What follows belongs to an exercise in optimizing a design on an open flow for small area and a short achievable clock period; a production flow would make more cautious choices. In this exercise RTL edits were held to simulation tests only and were not proved equivalent to the original. Power and IR drop assume default switching activity.

## v42
Design sorted_priority_queue_unit, start of the top module:
module sorted_priority_queue_unit
#(
  parameter int unsigned DEPTH = 16
) (
  input  wire logic              clk_i,
  input  wire logic              rst_ni,
  input  wire logic              req_valid_i,
  output logic                   req_stall_o,
  input  wire logic              func_i,
  input  wire logic [spq_pkg::PRIO_W-1:0] priority_req_i,
  input  wire logic [spq_pkg::TAG_W-1:0]  item_tag_i,
  output logic                   rsp_valid_o,
  input  wire logic              rsp_stall_i,
  output logic                   out_valid_o,
  output logic [spq_pkg::PRIO_W-1:0]      out_priority_o,
  output logic [spq_pkg::TAG_W-1:0]       out_tag_o,
  output logic [1:0]             status_o,
  output logic [spq_pkg::FILL_W-1:0]      fill_count_o,
  output logic                   is_empty_o
);
  localparam int unsigned CNT_W = $clog2(DEPTH + 1);
  logic [CNT_W-1:0] count_q, count_d;
  logic             empty_q;    
  logic             accept, full, empty, enq, deq, enq_ok, deq_ok;
  logic                       pend_enq_q, pend_deq_q, apply_deq;
  logic [spq_pkg::PRIO_W-1:0] pend_prio_q;
  logic [spq_pkg::TAG_W-1:0]  pend_tag_q;
  logic [DEPTH-1:0] occ_q, occ_d;
  logic [spq_pkg::PRIO_W-1:0] cell_prio_n [DEPTH];    
  logic [spq_pkg::TAG_W-1:0]  cell_tag  [DEPTH];
  logic [DEPTH+1:0]  ins_x;     
  logic [DEPTH+1:0]  ge_req_x;  
  logic [1:0]        pend_ge_req;  
  logic                   rsp_valid_q;
  logic                   res_valid_q;
  logic [1:0]             res_status_q, res_status_d;
  logic [spq_pkg::FILL_W-1:0]      res_fill_q;
  logic                   res_empty_q;
  logic [spq_pkg::PRIO_W-1:0]      res_prio_q;
  logic [spq_pkg::TAG_W-1:0]       res_tag_q;
  logic [spq_pkg::PRIO_W-1:0]      cell_prio_n_d [DEPTH];    
  logic [spq_pkg::TAG_W-1:0]       cell_tag_d    [DEPTH];
  assign req_stall_o = rsp_valid_q && rsp_stall_i;
  assign accept      = req_valid_i && !req_stall_o;
  assign enq         = accept && (func_i == spq_pkg::FUNC_ENQ);
  assign deq         = accept && (func_i == spq_pkg::FUNC_DEQ);
  assign full        = count_q[CNT_W-1];
  assign empty       = empty_q;
  assign enq_ok      = enq && !full;
  assign deq_ok      = deq && !empty;
  assign apply_deq   = pend_deq_q;
  assign ins_x[0]          = 1'b0;
  assign ins_x[DEPTH+1]    = 1'b1;
  assign ge_req_x[0]       = 1'b1;
  ...
Size in the first run: roughly 3500 cells after synthesis, about 80 I/O pins, ~0.031 mm² of cells after synthesis.
==> flow/config.mk <==
export PLATFORM = sky130hd
export DESIGN_NAME = sorted_priority_queue_unit
export DESIGN_NICKNAME = sorted_priority_queue_unit
export VERILOG_FILES = /design/flow/design.v
export SDC_FILE = /design/flow/constraint.sdc
export NUM_CORES = 4
export LEC_CHECK = 0
export CAP_MARGIN = 20
export CORE_MARGIN = 2
export CORE_UTILIZATION = 40
export CTS_BUF_LIST = sky130_fd_sc_hd__clkbuf_16
export CTS_CLUSTER_DIAMETER = 60
export CTS_CLUSTER_SIZE = 24
export PLACE_DENSITY = 0.75
export SETUP_SLACK_MARGIN = 1.9
export SLEW_MARGIN = 20
export SYNTH_HIERARCHICAL = 1
export SYNTH_MINIMUM_KEEP_SIZE = 0
==> flow/constraint.sdc <==
create_clock -name core_clock -period 3.6 [get_ports {clk_i}]
set_input_delay 0.7200 -clock core_clock [delete_from_list [all_inputs] [get_ports {clk_i}]]
set_output_delay 0.7200 -clock core_clock [all_outputs]
set_load 0.01 [all_outputs]
standard.sh (not shown) runs the stock make flow with config.mk's settings and CLKGATE_MAP_FILE= SYNTH_SCRIPT=/design/flow/synth_recipe.tcl, a recipe that flattens the netlist after the stock synthesis.
==> flow/flow/run.sh <==
#!/bin/bash
# Own layout flow: the standard flow (standard.sh, all steps from the
# standard synthesis to the final layout), with one change: the port buffers
# that placement inserts on every input and output are plain buffers
# (sky130_fd_sc_hd__buf_4) rather than the delay cells buffer_ports picks by
# default, so that timing repair can size them like any other buffer.
# The whole output of the flow is kept in standard.log; ORFS keeps each
# tool's log under orfs/logs/.
set -euo pipefail
export BUFFER_PORTS_ARGS="-buffer_cell sky130_fd_sc_hd__buf_4"
bash standard.sh > standard.log 2>&1
Edits applied to the flow inputs when going from v42 to v38:
Settings: changing SETUP_SLACK_MARGIN from 1.9 to 1.65.
==> flow/run.sh (new file) <==
#!/bin/bash
# synth_recipe.tcl (not shown) runs the flow's synth.tcl, then flattens the netlist and writes it again
# the make line also repeats each setting of config.mk as NAME=value (left out here)
make -C /OpenROAD-flow-scripts/flow DESIGN_CONFIG=/design/flow/config.mk WORK_HOME=/design/flow/orfs CLKGATE_MAP_FILE= SYNTH_SCRIPT=/design/flow/synth_recipe.tcl finish
removed: flow/flow/run.sh
removed: flow/standard.sh
--- outcome ---
Delta (v38 minus v42): clock latency of the later-clocked register in the worst-skew pair fell by 40 ps, final worst-path cycle share lost 1.7 points.
res_tag_q[5]$_SDFFCE_PN0P_ as the end point of the critical path was reported by v42, and req_stall_o by v38.
From v42 to v38 the numbers moved as follows: routed length on met3 decreased by 48% relative to the old numbers; power share of the clock group increased by 1.8 points relative to the old numbers; number of nets in the synthesized netlist closely matched the old numbers; setup slack increased by 61 ps relative to the old numbers; maximum net fanout on the critical path decreased by 5 relative to the old numbers.
Of v42 and v38, the run reporting the lower required arrival time at the worst endpoint was v38.
Relative to v38, the following input files were edited for v1:
Settings: SETUP_SLACK_MARGIN now 1.75, was 1.65; PLACE_DENSITY now 0.85, was 0.75.
Results
Growth of design area from synthesis to finish (v1 over v38): increase, 3.0 points. Clock skew: v1 vs v38 — no meaningful difference. Going from v38 to v1, the routing usage on met3 was found to have gone up by 0.93 points. Side by side, pin slew with the least headroom to its limit turned out higher in v1 than in v38.
Changes in v34 relative to v1:
Settings: PLACE_DENSITY changed from 0.85 to 0.75.
Results
v34: full flow OK, the timing, DRC and antenna checks passed
| register clock-pin slew on the reported worst setup and hold paths | v34 vs v1 | ≈ equal |
Re die outline area: no difference whatsoever between v34 and v1.
The launch point of the critical path comes out rsp_valid_q$_DFFE_PN0P_ in one run and res_tag_q[4]$_SDFFCE_PN0P_ in the other, namely in v1 and v34 respectively.
The portion of total power attributed to the clock network in v34 sits 0.2 points below the value recorded for v1.
v34 reports its capturing element of the worst setup path as out_tag_o[4] while v1 reports req_stall_o.

[port drivers added, routing unchanged]
No port has a modelled driver above. Below, the same layouts with a new extraction and two added sets of constraints. Step 1, drivers: a clkbuf_16 drives clk_i and a buf_2 each remaining input, both assumed. Step 2 also shifts input and output timing later by t, the mid clock arrival at the registers, as if the neighbouring blocks saw the same clock. Three values: ideal, step 1, step 2; two values: the first two.
run	t (ns)	setup slack, ns	worst setup path at the end	pins driven straight from the clock port
v42	0.688	1.591 / 1.539 / 1.180	input to register	1
v38	0.661	1.652 / 1.589 / 1.038	input to register	1
v1	0.657	1.649 / 1.587 / 1.059	input to register	1
v34	0.672	1.643 / 1.578 / 1.034	input to register	1
After both steps every run listed still meets setup and hold. The setup slack of v38, which loses most, moves by -0.063 ns with the drivers and by -0.614 ns with both steps.
